What follows belongs to an exercise in optimizing a design on an open flow for a short achievable clock period and few clock cycles; a production flow would make more cautious choices. Function was checked by simulation only, so behaviour that the tests miss may differ from the original. Power is estimated from default activity; no workload was simulated.

the baseline:
## chip8_top
module chip8_top (
  input  logic        clk,
  input  logic        reset,
  input  logic [7:0]  mem_rdata,
  output logic        mem_read,
  output logic        mem_write,
  output logic [11:0] mem_addr,
  output logic [7:0]  mem_wdata
);
  chip8_cpu u_cpu (
    .clk       (clk),
    .reset     (reset),
    .mem_rdata (mem_rdata),
    .mem_read  (mem_read),
    .mem_write (mem_write),
    .mem_addr  (mem_addr),
    .mem_wdata (mem_wdata)
  );
endmodule
Settings: LEC_CHECK=0, CAP_MARGIN=20, CORE_MARGIN=2, CORE_UTILIZATION=30, SLEW_MARGIN=20; clock period 10.0 ns.
standard.sh (not shown) runs the stock make flow with config.mk's settings and CLKGATE_MAP_FILE= SYNTH_SCRIPT=/design/flow/synth_recipe.tcl, a recipe that flattens the netlist after the stock synthesis.
==> flow/flow/run.sh <==
#!/bin/bash
# The standard layout (standard.sh, unchanged scripts and constraints),
# with timing repair asked to keep improving paths until their slack reaches
# SETUP_SLACK_MARGIN, i.e. towards a shorter period than the 10 ns clock.
# make's full output goes to standard.log; ORFS keeps each step's log under
# orfs/logs.
set -euo pipefail
export SETUP_SLACK_MARGIN=7.0
bash standard.sh > standard.log 2>&1
Testbench counts of the baseline, summed over its fixed seeds: cycles 38,925.
Setup changes, the baseline to the candidate
--- a/flow/design.v
+++ b/flow/design.v
@@ -3,13 +3,13 @@
   input  logic [7:0] v,
   output logic [3:0] tens,
   output logic [3:0] units
 );
   always_comb begin
     case (v)
-      8'd0: begin tens = 4'd0; units = 4'd0; end
+      8'd0: begin tens = v[3:0]; units = v[7:4]; end
       8'd1: begin tens = 4'd0; units = 4'd1; end
       8'd2: begin tens = 4'd0; units = 4'd2; end
       8'd3: begin tens = 4'd0; units = 4'd3; end
       8'd4: begin tens = 4'd0; units = 4'd4; end
       8'd5: begin tens = 4'd0; units = 4'd5; end
       8'd6: begin tens = 4'd0; units = 4'd6; end
@@ -315,13 +315,14 @@
   wire [3:0]  hn  = hi_q[7:4];
   wire [7:0]  vx  = v_q[hx];
   wire [11:0] pc1 = pcp1_q;
   wire [11:0] pc2 = pcp2_q;
   wire [11:0] pc4 = pcp4_q;
   wire [11:0] a1  = a_q + 12'd1;
-  wire [11:0] top = stack_q[sp_q - 4'd1];
+  logic [11:0] top_q;       
+  wire  [11:0] top = top_q;
   wire [7:0] hb = ph_wl ? hi_q : d;
   wire guess_ret  = (hb[7:4] == 4'h0);
   wire guess_skip = (hb[7:4] == 4'h4) || (hb[7:4] == 4'h9);
   wire c_ret  = k_ret_q;
   wire c_jmp  = k_jmp_q;
   wire c_call = k_call_q;
@@ -459,12 +460,18 @@
       hi_q     <= hb;
       k_ret_q  <= (hb == 8'h00);
       k_jmp_q  <= (hb[7:4] == 4'h1) || (hb[7:4] == 4'h2);
       k_call_q <= (hb[7:4] == 4'h2);
       k_f_q    <= (hb[7:4] == 4'hF);
     end
+    if (ph_lo && c_call)
+      top_q <= pc2;
+    else if (ph_lo && c_ret)
+      top_q <= stack_q[sp_q - 4'd2];
+    else if (e_unpop)
+      top_q <= stack_q[sp_q];
     if (ph_lo) begin
       if (c_call)
         stack_q[sp_q] <= pc2;
       st_bcd_q   <= d_33;
       st_real_q  <= st_go;
       st_cnt_q   <= 4'd0;
## What came out
- Across both runs, total routing usage reported by global routing was higher for the candidate than for the baseline.
- Clock insertion delay at the later pin of the skew report came out higher on the candidate than on the baseline.
- Worst hold slack across all endpoints was higher in the run labelled the candidate.
- DRC violation total after the first TritonRoute iteration (the candidate vs. the baseline) increases by more than a quarter
- Compared to the baseline, the router laid down more metal wire for the candidate.
- Compared with the baseline, the candidate shows number of synthesized flops with an enable pin that has gone up by a few percent.
- Diff the baseline -> the candidate | slew at the pin with the worst max-slew slack | increase of 140 ps
- The candidate vs the baseline, worst clock skew on the final layout went up by 7.0 ps.
- [compare] base=the baseline new=the candidate: global-route met3 utilization comparable, final period demand of the worst path now smaller.
- Total power, the baseline and the candidate: higher on the candidate
Testbench counts of the candidate, summed over its fixed seeds: cycles 38,925.

========
Setup of the previous run:
Another version of the RTL of chip8_top (not shown whole).
Size: roughly 510 flip-flops, about 32 I/O pins, ~29,000 um2 of cells after synthesis.
==> flow/design.v (excerpt) <==
module chip8_top (
  input  logic        clk,
  input  logic        reset,
  input  logic [7:0]  mem_rdata,
  output logic        mem_read,
  output logic        mem_write,
  output logic [11:0] mem_addr,
  output logic [7:0]  mem_wdata
);
Settings: LEC_CHECK=0, CAP_MARGIN=20, CORE_MARGIN=2, CORE_UTILIZATION=30, SLEW_MARGIN=20; clock period 10.0 ns.
Scripts as last shown in full above: flow/flow/run.sh
In summary, the previous run completed successfully, with a layout that passed the timing, DRC and antenna checks.
Testbench counts of the previous run, summed over its fixed seeds: cycles 38,389.
> inputs changed (the previous run -> the current run)
diff --git a/flow/design.v b/flow/design.v
--- a/flow/design.v
+++ b/flow/design.v
@@ -288,14 +288,12 @@
   logic [11:0] pcp4_q;
   logic [7:0]  hi_q;
   logic        k_ret_q;   
   logic        k_jmp_q;   
   logic        k_call_q;  
   logic        k_f_q;     
-  logic        k_gret_q;   
-  logic        k_gskip_q;  
   logic [7:0]  v_q [16];
   logic [11:0] i_q;
   logic [11:0] stack_q [16];
   logic [3:0]  sp_q;
   logic        ex_q;
   logic [15:0] op_e;
@@ -321,14 +319,14 @@
   wire [11:0] pc2 = pcp2_q;
   wire [11:0] pc4 = pcp4_q;
   wire [11:0] a1  = a_q + 12'd1;
   logic [11:0] top_q;       
   wire  [11:0] top = top_q;
   wire [7:0] hb = ph_wl ? hi_q : d;
-  wire guess_ret  = ph_wl ? k_gret_q  : (d[7:4] == 4'h0);
-  wire guess_skip = ph_wl ? k_gskip_q : ((d[7:4] == 4'h4) || (d[7:4] == 4'h9));
+  wire guess_ret  = (hb == 8'h00);
+  wire guess_skip = (hb[7:4] == 4'h4) || (hb[7:4] == 4'h9);
   wire c_ret  = k_ret_q;
   wire c_jmp  = k_jmp_q;
   wire c_call = k_call_q;
   wire d_ee   = (d == 8'hEE);
   wire d_33   = (d == 8'h33);
   wire st_go  = (hn == 4'hF) && (d_33 || (d == 8'h55));
@@ -353,13 +351,13 @@
   end
   wire e_guess = (en == 4'h4) || (en == 4'h9);
   wire e_skip  = (en == 4'h3) || (en == 4'h4) || (en == 4'h5) || (en == 4'h9);
   wire e_bnnn  = (en == 4'hB);
   wire e_ret   = (op_e == 16'h00EE);
   wire e_miss  = ex_q && (((e_taken != e_guess) && e_skip) || e_bnnn ||
-                          ((en == 4'h0) && !e_ret));
+                          ((op_e[15:8] == 8'h00) && !e_ret));
   wire [11:0] e_tgt = e_bnnn ? (op_e[11:0] + {4'd0, v_q[0]}) :
                       e_taken ? pc4_e : pc2_e;
   logic [7:0] res;
   logic       flag;
   logic       wx, wf;
   logic [8:0] sum;
@@ -475,21 +473,16 @@
       st_bcd_q   <= d_33;
       st_real_q  <= st_go;
       st_cnt_q   <= 4'd0;
       st_lim_q   <= d_33 ? 4'd2 : hx;
     end
     if (ph_st) begin
-      if (a_q == pc_q) begin
-        hi_q      <= wd_q;
-        k_gret_q  <= (wd_q[7:4] == 4'h0);
-        k_gskip_q <= (wd_q[7:4] == 4'h4) || (wd_q[7:4] == 4'h9);
-      end else if (ph_st0) begin
-        hi_q      <= d;
-        k_gret_q  <= (d[7:4] == 4'h0);
-        k_gskip_q <= (d[7:4] == 4'h4) || (d[7:4] == 4'h9);
-      end
+      if (a_q == pc_q)
+        hi_q <= wd_q;
+      else if (ph_st0)
+        hi_q <= d;
       st_cnt_q <= st_cnt_q + 4'd1;
     end
     if (ph_st0)
       st_u_q <= bcd_u;
   end
   always_ff @(posedge clk or posedge reset) begin
Notes after the runs:
The share of the synthesized netlist area taken by xor and xnor gates reported for the current run is smaller than that of the previous run by 0.44 points.
Of the two values seen for highest-delay cell along the critical path, sky130_fd_sc_hd__or3_4 was produced by the current run and sky130_fd_sc_hd__or4_4 by the previous run.
Going from the previous run to the current run, share of post-route cells with drive strength above 1 shows a reduction of 2.6 points, global-route track usage on met3 up 0.54 points, filler cell count in the final layout climbed 467.
Reported combinational group power is higher on the previous run
Setup slack of the critical path after layout ended up 0.038 ns higher on the current run than on the previous run.
The current run against the previous run: fraction of power consumed by combinational cells shrank by 2.6 points; layout buffering overhead excluding clock cells shrank by 1.6 points.
Testbench counts of the current run, summed over its fixed seeds: cycles 38,151.

## static timing again, ports no longer ideal
In the flow no input, the clock included, has a driving cell. The finished layouts below were timed again as built, in two steps. Step 1 sets driving cells, clkbuf_16 on the clock port and buf_2 on the other inputs (assumed; they add their load-dependent delay and slew). Step 2, shift: input delay + t, output delay - t, t = (earliest + latest rising clock arrival at the registers) / 2. This alone moves slack from input paths to output paths. Three values: ideal ports, drivers, drivers and shift; two values: the first two.
run | t, ns | setup slack, ns | worst setup path after step 2 | clock arrival spread, ns | slew at the worst register clock pin (ns)
the baseline | 0.686 | 6.747 / 6.724 / 6.206 | input to register | 0.045 / 0.045 | 0.07 / 0.07
the candidate | 0.701 | 6.788 / 6.723 / 6.174 | input to register | 0.059 / 0.060 | 0.07 / 0.07
the previous run | 0.687 | 6.685 / 6.696 / 6.009 | input to register | 0.040 / 0.040 | 0.07 / 0.07
the current run | 0.679 | 6.723 / 6.684 / 6.057 | input to register | 0.033 / 0.033 | 0.07 / 0.07
After both steps setup and hold are still met in every run listed. The setup slack of the previous run, which loses most, moves by +0.011 ns with the drivers and by -0.676 ns with both steps.
